Context: an optimization exercise on an open-source flow, tuned for small area, a short achievable clock period and few clock cycles. The choices shown serve that exercise and are no tape-out recipe.
At most, simulation tests tie the RTL to the original design; equivalence was not proved.

==> v38 <==
==> flow/design.v <==
`timescale 1ns/100ps
`default_nettype none
package rv_pkg;
    localparam int XLEN       = 32;
    localparam int REG_ADDR_W = 5;
    localparam logic [6:0] OPC_OP     = 7'b0110011;  
    localparam logic [6:0] OPC_OP_IMM = 7'b0010011;  
    localparam logic [6:0] OPC_LOAD   = 7'b0000011;  
    localparam logic [6:0] OPC_STORE  = 7'b0100011;  
    localparam logic [6:0] OPC_BRANCH = 7'b1100011;  
endpackage
`default_nettype wire
`timescale 1ns/100ps
`default_nettype none
module reg_file (
    input  logic        clk,
    input  logic        we,
    input  logic [4:0]  rd,
    input  logic [31:0] wdata,
    input  logic [4:0]  rs1,
    input  logic [4:0]  rs2,
    output logic [31:0] rs1_data,
    output logic [31:0] rs2_data
);
    logic [31:0] regs [1:31];
    logic [31:1] sel1, sel2;
    for (genvar k = 1; k < 32; k++) begin : g_reg
        always_ff @(posedge clk) begin
            if (we && (rd == k)) begin
                regs[k] <= wdata;
            end
        end
        assign sel1[k] = (rs1 == k);
        assign sel2[k] = (rs2 == k);
    end
    always_comb begin
        rs1_data = '0;
        rs2_data = '0;
        for (int k = 1; k < 32; k++) begin
            rs1_data = rs1_data | ({32{sel1[k]}} & regs[k]);
            rs2_data = rs2_data | ({32{sel2[k]}} & regs[k]);
        end
    end
endmodule
`default_nettype wire
`timescale 1ns/100ps
`timescale 1ns/100ps
`timescale 1ns/100ps
`timescale 1ns/100ps
`timescale 1ns/100ps
`timescale 1ns/100ps
`default_nettype none
module rv_core_top #(
    parameter logic [31:0] RESET_PC = '0
) (
    input  logic        clk,
    input  logic        rst,
    output logic [31:0] imem_addr,
    input  logic [31:0] imem_data,
    output logic        dmem_valid,
    output logic        dmem_write,
    output logic [31:0] dmem_addr,
    output logic [31:0] dmem_wdata,
    input  logic        dmem_ready,
    input  logic [31:0] dmem_rdata
);
    logic [31:1] pc;             
    logic        d_valid;
    logic [31:0] d_w;
    logic [31:1] d_alt;          
    logic        d_pred;
    logic        e_we;           
    logic        e_ld;
    logic        e_st;
    logic        e_br;           
    logic        e_bne;
    logic        e_pred;
    logic        e_sub;
    logic [4:0]  e_rd;
    logic [31:0] e_a;            
    logic [31:0] e_b;            
    logic [31:0] e_s;            
    logic        e_fa;           
    logic        e_fb;
    logic        e_fs;
    logic        e_off4;         
    logic        e_off8;         
    logic        m_we;
    logic        m_ld;
    logic [4:0]  m_rd;
    logic [31:0] m_alu;
    logic        p_valid;
    logic        p_write;
    logic [31:0] p_addr;
    logic [31:0] p_wdata;
    logic stall;       
    logic hz;          
    logic redirect;    
    logic kill;        
    logic [31:0] f_w;
    logic        f_pred;
    logic [31:1] f_immb;
    logic [31:1] f_p4;
    logic [31:1] f_tgt;
    logic [31:1] pc_next;
    assign f_w       = imem_data;
    assign imem_addr = {pc, 1'b0};
    assign f_pred    = (f_w[6:0] == rv_pkg::OPC_BRANCH) && (f_w[14:13] == 2'b00) && f_w[31];
    assign f_immb    = {{20{f_w[31]}}, f_w[7], f_w[30:25], f_w[11:8]};
    assign f_p4      = pc + 31'd2;
    assign f_tgt     = pc + f_immb;
    assign pc_next   = f_pred ? f_tgt : f_p4;
    always_ff @(posedge clk or posedge rst) begin
        if (rst) begin
            pc <= RESET_PC[31:1];
        end else if (!stall) begin
            if (redirect) begin
                pc <= e_b[31:1];
            end else if (!hz) begin
                pc <= pc_next;
            end
        end
    end
    always_ff @(posedge clk or posedge rst) begin
        if (rst) begin
            d_valid <= 1'b0;
        end else if (!stall) begin
            if (redirect) begin
                d_valid <= 1'b0;
            end else if (!hz) begin
                d_valid <= 1'b1;
            end
        end
    end
    always_ff @(posedge clk) begin
        if (!stall && !hz) begin
            d_w    <= f_w;
            d_alt  <= f_pred ? f_p4 : f_tgt;
            d_pred <= f_pred;
        end
    end
    logic [6:0]  opc;
    logic [4:0]  rs1, rs2, rd;
    logic        is_op, is_opi, is_ld, is_st, is_br;
    logic        use1, use2, wr;
    logic [31:0] imm;
    logic [31:0] rf1, rf2;
    logic [31:0] wb_data;
    logic [31:0] r1, r2;
    assign opc = d_w[6:0];
    assign rd  = d_w[11:7];
    assign rs1 = d_w[19:15];
    assign rs2 = d_w[24:20];
    assign is_op  = (opc == rv_pkg::OPC_OP);
    assign is_opi = (opc == rv_pkg::OPC_OP_IMM);
    assign is_ld  = (opc == rv_pkg::OPC_LOAD);
    assign is_st  = (opc == rv_pkg::OPC_STORE);
    assign is_br  = (opc == rv_pkg::OPC_BRANCH) && (d_w[14:13] == 2'b00);
    assign use1   = is_op | is_opi | is_ld | is_st | is_br;
    assign use2   = is_op | is_st | is_br;
    assign wr     = (is_op | is_opi | is_ld) && (rd != 5'd0);
    assign imm = is_st ? {{20{d_w[31]}}, d_w[31:25], d_w[11:7]}
                       : {{20{d_w[31]}}, d_w[31:20]};
    reg_file i_reg_file (
        .clk      (clk),
        .we       (m_we),
        .rd       (m_rd),
        .wdata    (wb_data),
        .rs1      (rs1),
        .rs2      (rs2),
        .rs1_data (rf1),
        .rs2_data (rf2)
    );
    assign wb_data = m_ld ? dmem_rdata : m_alu;
    assign r1 = (m_we && (m_rd == rs1)) ? wb_data : rf1;
    assign r2 = (m_we && (m_rd == rs2)) ? wb_data : rf2;
    assign hz = d_valid && e_ld && e_we
             && (((e_rd == rs1) && use1) || ((e_rd == rs2) && use2));
    always_ff @(posedge clk or posedge rst) begin
        if (rst) begin
            e_we <= 1'b0;
            e_ld <= 1'b0;
            e_st <= 1'b0;
            e_br <= 1'b0;
        end else if (!stall) begin
            if (redirect || kill || hz || !d_valid) begin
                e_we <= 1'b0;
                e_ld <= 1'b0;
                e_st <= 1'b0;
                e_br <= 1'b0;
            end else begin
                e_we <= wr;
                e_ld <= is_ld;
                e_st <= is_st;
                e_br <= is_br;
            end
        end
    end
    always_ff @(posedge clk) begin
        if (!stall) begin
            e_bne  <= d_w[12];
            e_pred <= d_pred;
            e_sub  <= is_op && d_w[30];
            e_rd   <= rd;
            e_a    <= r1;
            e_b    <= is_br ? {d_alt, 1'b0} : (is_op ? r2 : imm);
            e_s    <= r2;
            e_fa   <= e_we && !e_ld && (e_rd == rs1);
            e_fb   <= e_we && !e_ld && (e_rd == rs2) && is_op;
            e_fs   <= e_we && !e_ld && (e_rd == rs2);
            e_off4 <= (d_w[31] == 1'b0) && (d_w[7] == 1'b0) && (d_w[30:25] == 6'd0) && (d_w[11:8] == 4'd2);
            e_off8 <= (d_w[31] == 1'b0) && (d_w[7] == 1'b0) && (d_w[30:25] == 6'd0) && (d_w[11:8] == 4'd4);
        end
    end
    logic [31:0] x_a, x_b, x_s, x_sum;
    logic        x_taken;
    assign x_a   = e_fa ? m_alu : e_a;
    assign x_b   = e_fb ? m_alu : e_b;
    assign x_s   = e_fs ? m_alu : e_s;
    assign x_sum = e_sub ? (x_a - x_b) : (x_a + x_b);
    assign x_taken  = (x_a == x_s) != e_bne;
    assign kill     = e_br && x_taken && e_off8 && d_valid && !d_pred;
    assign redirect = e_br && (x_taken != e_pred) && !(x_taken && e_off4) && !kill;
    always_ff @(posedge clk or posedge rst) begin
        if (rst) begin
            m_we <= 1'b0;
            m_ld <= 1'b0;
        end else if (!stall) begin
            m_we <= e_we;
            m_ld <= e_ld;
        end
    end
    always_ff @(posedge clk) begin
        if (!stall) begin
            m_rd  <= e_rd;
            m_alu <= x_sum;
        end
    end
    assign stall = p_valid && !dmem_ready && (m_ld || e_ld || e_st);
    always_ff @(posedge clk or posedge rst) begin
        if (rst) begin
            p_valid <= 1'b0;
        end else if (!stall && (e_ld || e_st)) begin
            p_valid <= 1'b1;
        end else if (dmem_ready) begin
            p_valid <= 1'b0;
        end
    end
    always_ff @(posedge clk) begin
        if (!stall && (e_ld || e_st)) begin
            p_write <= e_st;
            p_addr  <= x_sum;
            p_wdata <= x_s;
        end
    end
    assign dmem_valid = p_valid;
    assign dmem_write = p_write;
    assign dmem_addr  = p_addr;
    assign dmem_wdata = p_wdata;
endmodule
`default_nettype wire
==> flow/run.sh <==
#!/bin/bash
# synth_recipe.tcl (not shown) runs the flow's synth.tcl, then flattens the netlist and writes it again
# the make line also repeats each setting of config.mk as NAME=value (left out here)
make -C /OpenROAD-flow-scripts/flow DESIGN_CONFIG=/design/flow/config.mk WORK_HOME=/design/flow/orfs CLKGATE_MAP_FILE= SYNTH_SCRIPT=/design/flow/synth_recipe.tcl finish
==> flow/config.mk <==
export PLATFORM = sky130hd
export DESIGN_NAME = rv_core_top
export DESIGN_NICKNAME = rv_core_top
export VERILOG_FILES = /design/flow/design.v
export SDC_FILE = /design/flow/constraint.sdc
export NUM_CORES = 4
export LEC_CHECK = 0
export ABC_CLOCK_PERIOD_IN_PS = 2800
export CAP_MARGIN = 20
export CORE_MARGIN = 2
export CORE_UTILIZATION = 40
export SETUP_SLACK_MARGIN = 5
export SLEW_MARGIN = 20
==> flow/constraint.sdc <==
create_clock -name core_clock -period 8.0 [get_ports {clk}]
set_input_delay 1.6000 -clock core_clock [delete_from_list [all_inputs] [get_ports {clk}]]
set_output_delay 1.6000 -clock core_clock [all_outputs]
set_load 0.01 [all_outputs]
==> v6 (differences from v38) <==
--- a/flow/design.v
+++ b/flow/design.v
@@ -48,4 +48,37 @@
 `timescale 1ns/100ps
 `timescale 1ns/100ps
+`default_nettype none
+module fast_add #(
+    parameter int W = 32
+) (
+    input  logic [W-1:0] a,
+    input  logic [W-1:0] b,
+    input  logic         cin,
+    output logic [W-1:0] sum
+);
+    localparam int L = (W > 32) ? 6 : (W > 16) ? 5 : (W > 8) ? 4 : (W > 4) ? 3 : (W > 2) ? 2 : 1;
+    logic [W-1:0] g [L+1];
+    logic [W-1:0] p [L+1];
+    logic [W:0]   c;
+    assign g[0] = a & b;
+    assign p[0] = a ^ b;
+    for (genvar l = 0; l < L; l++) begin : g_lvl
+        for (genvar i = 0; i < W; i++) begin : g_bit
+            if (i >= (1 << l)) begin : g_op
+                assign g[l+1][i] = g[l][i] | (p[l][i] & g[l][i-(1<<l)]);
+                assign p[l+1][i] = p[l][i] & p[l][i-(1<<l)];
+            end else begin : g_pass
+                assign g[l+1][i] = g[l][i];
+                assign p[l+1][i] = p[l][i];
+            end
+        end
+    end
+    assign c[0] = cin;
+    for (genvar i = 0; i < W; i++) begin : g_c
+        assign c[i+1] = g[L][i] | (p[L][i] & cin);
+    end
+    assign sum = p[0] ^ c[W-1:0];
+endmodule
+`default_nettype wire
 `timescale 1ns/100ps
 `timescale 1ns/100ps
@@ -84,12 +117,11 @@
     logic        e_fb;
     logic        e_fs;
-    logic        e_off4;         
-    logic        e_off8;         
     logic        m_we;
-    logic        m_ld;
     logic [4:0]  m_rd;
     logic [31:0] m_alu;
     logic        p_valid;
     logic        p_write;
+    logic        p_we;           
+    logic [4:0]  p_rd;
     logic [31:0] p_addr;
     logic [31:0] p_wdata;
@@ -97,5 +129,4 @@
     logic hz;          
     logic redirect;    
-    logic kill;        
     logic [31:0] f_w;
     logic        f_pred;
@@ -106,5 +137,6 @@
     assign f_w       = imem_data;
     assign imem_addr = {pc, 1'b0};
-    assign f_pred    = (f_w[6:0] == rv_pkg::OPC_BRANCH) && (f_w[14:13] == 2'b00) && f_w[31];
+    assign f_pred    = (f_w[6:0] == rv_pkg::OPC_BRANCH) && (f_w[14:13] == 2'b00)
+                    && (f_w[31] || (f_w[12] != (f_w[19:15] == f_w[24:20])));
     assign f_immb    = {{20{f_w[31]}}, f_w[7], f_w[30:25], f_w[11:8]};
     assign f_p4      = pc + 31'd2;
@@ -162,8 +194,19 @@
     assign imm = is_st ? {{20{d_w[31]}}, d_w[31:25], d_w[11:7]}
                        : {{20{d_w[31]}}, d_w[31:20]};
+    logic        lw;       
+    logic        lcw;      
+    logic        w_sel_p;
+    logic        w_en;
+    logic [4:0]  w_rd;
+    assign lw      = p_valid && !p_write && p_we;
+    assign lcw     = lw && dmem_ready;
+    assign w_sel_p = lcw || !m_we;
+    assign w_en    = m_we || lw;
+    assign w_rd    = w_sel_p ? p_rd : m_rd;
+    assign wb_data = w_sel_p ? dmem_rdata : m_alu;
     reg_file i_reg_file (
         .clk      (clk),
-        .we       (m_we),
-        .rd       (m_rd),
+        .we       (w_en),
+        .rd       (w_rd),
         .wdata    (wb_data),
         .rs1      (rs1),
@@ -172,9 +215,11 @@
         .rs2_data (rf2)
     );
-    assign wb_data = m_ld ? dmem_rdata : m_alu;
-    assign r1 = (m_we && (m_rd == rs1)) ? wb_data : rf1;
-    assign r2 = (m_we && (m_rd == rs2)) ? wb_data : rf2;
-    assign hz = d_valid && e_ld && e_we
-             && (((e_rd == rs1) && use1) || ((e_rd == rs2) && use2));
+    assign r1 = (lw && (p_rd == rs1)) ? dmem_rdata : (m_we && (m_rd == rs1)) ? m_alu : rf1;
+    assign r2 = (lw && (p_rd == rs2)) ? dmem_rdata : (m_we && (m_rd == rs2)) ? m_alu : rf2;
+    assign hz = d_valid && (
+                   (e_ld && e_we
+                    && (((e_rd == rs1) && use1) || ((e_rd == rs2) && use2) || ((e_rd == rd) && wr)))
+                || (lw && !dmem_ready
+                    && (((p_rd == rs1) && use1) || ((p_rd == rs2) && use2) || ((p_rd == rd) && wr))));
     always_ff @(posedge clk or posedge rst) begin
         if (rst) begin
@@ -184,5 +229,5 @@
             e_br <= 1'b0;
         end else if (!stall) begin
-            if (redirect || kill || hz || !d_valid) begin
+            if (redirect || hz || !d_valid) begin
                 e_we <= 1'b0;
                 e_ld <= 1'b0;
@@ -209,6 +254,4 @@
             e_fb   <= e_we && !e_ld && (e_rd == rs2) && is_op;
             e_fs   <= e_we && !e_ld && (e_rd == rs2);
-            e_off4 <= (d_w[31] == 1'b0) && (d_w[7] == 1'b0) && (d_w[30:25] == 6'd0) && (d_w[11:8] == 4'd2);
-            e_off8 <= (d_w[31] == 1'b0) && (d_w[7] == 1'b0) && (d_w[30:25] == 6'd0) && (d_w[11:8] == 4'd4);
         end
     end
@@ -218,15 +261,29 @@
     assign x_b   = e_fb ? m_alu : e_b;
     assign x_s   = e_fs ? m_alu : e_s;
-    assign x_sum = e_sub ? (x_a - x_b) : (x_a + x_b);
-    assign x_taken  = (x_a == x_s) != e_bne;
-    assign kill     = e_br && x_taken && e_off8 && d_valid && !d_pred;
-    assign redirect = e_br && (x_taken != e_pred) && !(x_taken && e_off4) && !kill;
+    fast_add #(.W(32)) i_alu_add (
+        .a   (x_a),
+        .b   (x_b ^ {32{e_sub}}),
+        .cin (e_sub),
+        .sum (x_sum)
+    );
+    logic eq_as, eq_ms, eq_am, x_eq;
+    assign eq_as = (e_a == e_s);
+    assign eq_ms = (m_alu == e_s);
+    assign eq_am = (e_a == m_alu);
+    always_comb begin
+        case ({e_fa, e_fs})
+            2'b00:   x_eq = eq_as;
+            2'b10:   x_eq = eq_ms;
+            2'b01:   x_eq = eq_am;
+            default: x_eq = 1'b1;
+        endcase
+    end
+    assign x_taken  = x_eq != e_bne;
+    assign redirect = e_br && (x_taken != e_pred);
     always_ff @(posedge clk or posedge rst) begin
         if (rst) begin
             m_we <= 1'b0;
-            m_ld <= 1'b0;
         end else if (!stall) begin
-            m_we <= e_we;
-            m_ld <= e_ld;
+            m_we <= e_we && !e_ld;
         end
     end
@@ -237,5 +294,5 @@
         end
     end
-    assign stall = p_valid && !dmem_ready && (m_ld || e_ld || e_st);
+    assign stall = (p_valid && !dmem_ready && (e_ld || e_st)) || (lcw && m_we);
     always_ff @(posedge clk or posedge rst) begin
         if (rst) begin
@@ -250,4 +307,6 @@
         if (!stall && (e_ld || e_st)) begin
             p_write <= e_st;
+            p_we    <= e_we;
+            p_rd    <= e_rd;
             p_addr  <= x_sum;
             p_wdata <= x_s;
--- a/flow/config.mk
+++ b/flow/config.mk
@@ -9,5 +9,7 @@
 export CAP_MARGIN = 20
 export CORE_MARGIN = 2
-export CORE_UTILIZATION = 40
+export CORE_UTILIZATION = 65
+export CTS_BUF_LIST = sky130_fd_sc_hd__clkbuf_4 sky130_fd_sc_hd__clkbuf_8
+export CTS_CLUSTER_SIZE = 30
 export SETUP_SLACK_MARGIN = 5
 export SLEW_MARGIN = 20
==> v10 (differences from v38) <==
--- a/flow/design.v
+++ b/flow/design.v
@@ -24,22 +24,11 @@
 );
     logic [31:0] regs [1:31];
-    logic [31:1] sel1, sel2;
-    for (genvar k = 1; k < 32; k++) begin : g_reg
-        always_ff @(posedge clk) begin
-            if (we && (rd == k)) begin
-                regs[k] <= wdata;
-            end
-        end
-        assign sel1[k] = (rs1 == k);
-        assign sel2[k] = (rs2 == k);
-    end
-    always_comb begin
-        rs1_data = '0;
-        rs2_data = '0;
-        for (int k = 1; k < 32; k++) begin
-            rs1_data = rs1_data | ({32{sel1[k]}} & regs[k]);
-            rs2_data = rs2_data | ({32{sel2[k]}} & regs[k]);
-        end
-    end
+    always_ff @(posedge clk) begin
+        if (we) begin
+            regs[rd] <= wdata;
+        end
+    end
+    assign rs1_data = (rs1 == 5'd0) ? 32'd0 : regs[rs1];
+    assign rs2_data = (rs2 == 5'd0) ? 32'd0 : regs[rs2];
 endmodule
 `default_nettype wire
@@ -68,5 +57,5 @@
     logic        d_valid;
     logic [31:0] d_w;
-    logic [31:1] d_alt;          
+    logic [31:1] d_pc;
     logic        d_pred;
     logic        e_we;           
@@ -84,6 +73,5 @@
     logic        e_fb;
     logic        e_fs;
-    logic        e_off4;         
-    logic        e_off8;         
+    logic [31:1] e_alt;          
     logic        m_we;
     logic        m_ld;
@@ -97,10 +85,7 @@
     logic hz;          
     logic redirect;    
-    logic kill;        
     logic [31:0] f_w;
     logic        f_pred;
     logic [31:1] f_immb;
-    logic [31:1] f_p4;
-    logic [31:1] f_tgt;
     logic [31:1] pc_next;
     assign f_w       = imem_data;
@@ -108,7 +93,5 @@
     assign f_pred    = (f_w[6:0] == rv_pkg::OPC_BRANCH) && (f_w[14:13] == 2'b00) && f_w[31];
     assign f_immb    = {{20{f_w[31]}}, f_w[7], f_w[30:25], f_w[11:8]};
-    assign f_p4      = pc + 31'd2;
-    assign f_tgt     = pc + f_immb;
-    assign pc_next   = f_pred ? f_tgt : f_p4;
+    assign pc_next   = f_pred ? (pc + f_immb) : (pc + 31'd2);
     always_ff @(posedge clk or posedge rst) begin
         if (rst) begin
@@ -116,5 +99,5 @@
         end else if (!stall) begin
             if (redirect) begin
-                pc <= e_b[31:1];
+                pc <= e_alt;
             end else if (!hz) begin
                 pc <= pc_next;
@@ -136,5 +119,5 @@
         if (!stall && !hz) begin
             d_w    <= f_w;
-            d_alt  <= f_pred ? f_p4 : f_tgt;
+            d_pc   <= pc;
             d_pred <= f_pred;
         end
@@ -148,4 +131,5 @@
     logic [31:0] wb_data;
     logic [31:0] r1, r2;
+    logic [31:1] alt;
     assign opc = d_w[6:0];
     assign rd  = d_w[11:7];
@@ -175,4 +159,6 @@
     assign r1 = (m_we && (m_rd == rs1)) ? wb_data : rf1;
     assign r2 = (m_we && (m_rd == rs2)) ? wb_data : rf2;
+    assign alt = d_pc + (d_pred ? 31'd2
+                                : {{20{d_w[31]}}, d_w[7], d_w[30:25], d_w[11:8]});
     assign hz = d_valid && e_ld && e_we
              && (((e_rd == rs1) && use1) || ((e_rd == rs2) && use2));
@@ -184,5 +170,5 @@
             e_br <= 1'b0;
         end else if (!stall) begin
-            if (redirect || kill || hz || !d_valid) begin
+            if (redirect || hz || !d_valid) begin
                 e_we <= 1'b0;
                 e_ld <= 1'b0;
@@ -204,11 +190,10 @@
             e_rd   <= rd;
             e_a    <= r1;
-            e_b    <= is_br ? {d_alt, 1'b0} : (is_op ? r2 : imm);
+            e_b    <= is_op ? r2 : imm;
             e_s    <= r2;
             e_fa   <= e_we && !e_ld && (e_rd == rs1);
             e_fb   <= e_we && !e_ld && (e_rd == rs2) && is_op;
             e_fs   <= e_we && !e_ld && (e_rd == rs2);
-            e_off4 <= (d_w[31] == 1'b0) && (d_w[7] == 1'b0) && (d_w[30:25] == 6'd0) && (d_w[11:8] == 4'd2);
-            e_off8 <= (d_w[31] == 1'b0) && (d_w[7] == 1'b0) && (d_w[30:25] == 6'd0) && (d_w[11:8] == 4'd4);
+            e_alt  <= alt;
         end
     end
@@ -220,6 +205,5 @@
     assign x_sum = e_sub ? (x_a - x_b) : (x_a + x_b);
     assign x_taken  = (x_a == x_s) != e_bne;
-    assign kill     = e_br && x_taken && e_off8 && d_valid && !d_pred;
-    assign redirect = e_br && (x_taken != e_pred) && !(x_taken && e_off4) && !kill;
+    assign redirect = e_br && (x_taken != e_pred);
     always_ff @(posedge clk or posedge rst) begin
         if (rst) begin
--- a/flow/config.mk
+++ b/flow/config.mk
@@ -6,8 +6,6 @@
 export NUM_CORES = 4
 export LEC_CHECK = 0
-export ABC_CLOCK_PERIOD_IN_PS = 2800
 export CAP_MARGIN = 20
 export CORE_MARGIN = 2
 export CORE_UTILIZATION = 40
-export SETUP_SLACK_MARGIN = 5
 export SLEW_MARGIN = 20
==> notes <==
- Of v38 and v10, v38 has the higher worst setup slack (gap 1600 ps).
- Worst hold slack: v10 is worse than v38 (15 ps).
- Of v38 and v10, v38 has the higher via count (gap about 33%, measured against v10).
- Clock skew is about the same in v10 and v38.
- v6 died in global routing (5_1_grt) with GRT-0232. v38 went through all stages and came out clean. v10 produced a clean layout.
- Of v38 and v10, v38 has the higher wire length (gap 59%, measured against v10).
- Of v10 and v38, v38 has the higher critical path depth (gap 2).
- Of v38 and v10, v10 has the higher die area (gap about 10%, measured against v10).
- Synthesized cell count, highest first: v6, v38, v10.
- Between v10 and v38, the lower fmax is in v10 (gap 27%, measured against v38).
==> figures <==
                                                                                       v38                        v10                        v6
Post-synth ARST share                                                               0.0299                     0.0290                    0.0290
Run status                                                                  finished clean             finished clean    stopped before the end
Last stage reached                                                                       -                          -  global routing (5_1_grt)
Post-synthesis adder-cell area fraction                                             0.0137                     0.0182                    0.0129
Inst Count DP                                                                         6602                       6412                      5993
Max-slew violation total from the final report                                           0                          0                         -
Biggest consumer                                                          sequential cells           sequential cells                         -
Max incr delay on CP                                                                420 ps                     730 ps                         -
Clock latency reported for the late side of the worst-skew pair                     840 ps                     810 ps                         -
Critical-path top delay cell                                     sky130_fd_sc_hd__edfxtp_1  sky130_fd_sc_hd__edfxtp_1                         -
Total wire length                                                                311000 um                  196000 um                         -
Detailed-route wire length on metal 1                                             97600 um                   80500 um                         -
Final non-filler cell total                                                           7385                       6675                         -
CTS tree                                                                               yes                        yes                         -
Mean post-synth cell area                                                         13.2 um2                   15.9 um2                  12.9 um2
Met3 wirelength from detailed routing                                             53700 um                   14100 um                         -
Commonest non-fill, non-tap cell in the layout                   sky130_fd_sc_hd__edfxtp_1  sky130_fd_sc_hd__edfxtp_1                         -
VDD IR max                                                                        0.235 mV                   0.276 mV                         -
Total die area                                                                  154000 um2                 172000 um2                         -
Complex-gate fraction of the synthesized area                                        0.192                     0.0715                     0.173
Testbench counts of v6, summed over its fixed seeds: cycles 32,981.
Only the layout flow was run in v38 and v10; the RTL was not checked for function there.

==> afterwards: timing with drivers on the ports <==
The flow's constraints put no driver on any port. The routed layouts listed below were extracted and timed again, unchanged, in two steps. Step 1 assumes that a clkbuf_16 drives the clock port and a buf_2 every other input. Step 2 also shifts input and output timing later by t, the mid clock arrival at the registers, as if the neighbouring blocks saw the same clock. Slacks: ideal ports / drivers / drivers and shift; pairs: ideal ports / drivers.
run | shift t [ns] | slack for setup (ns) | worst data-port slew with drivers (ns)
v38 | 0.897 | 3.778 / 3.778 / 3.649 | 0.12
v10 | 0.869 | 2.177 / 2.177 / 2.177 | 0.08
After both steps every run listed still meets setup and hold. The setup slack of v38, which loses most, moves by 0.000 ns with the drivers and by -0.129 ns with both steps.
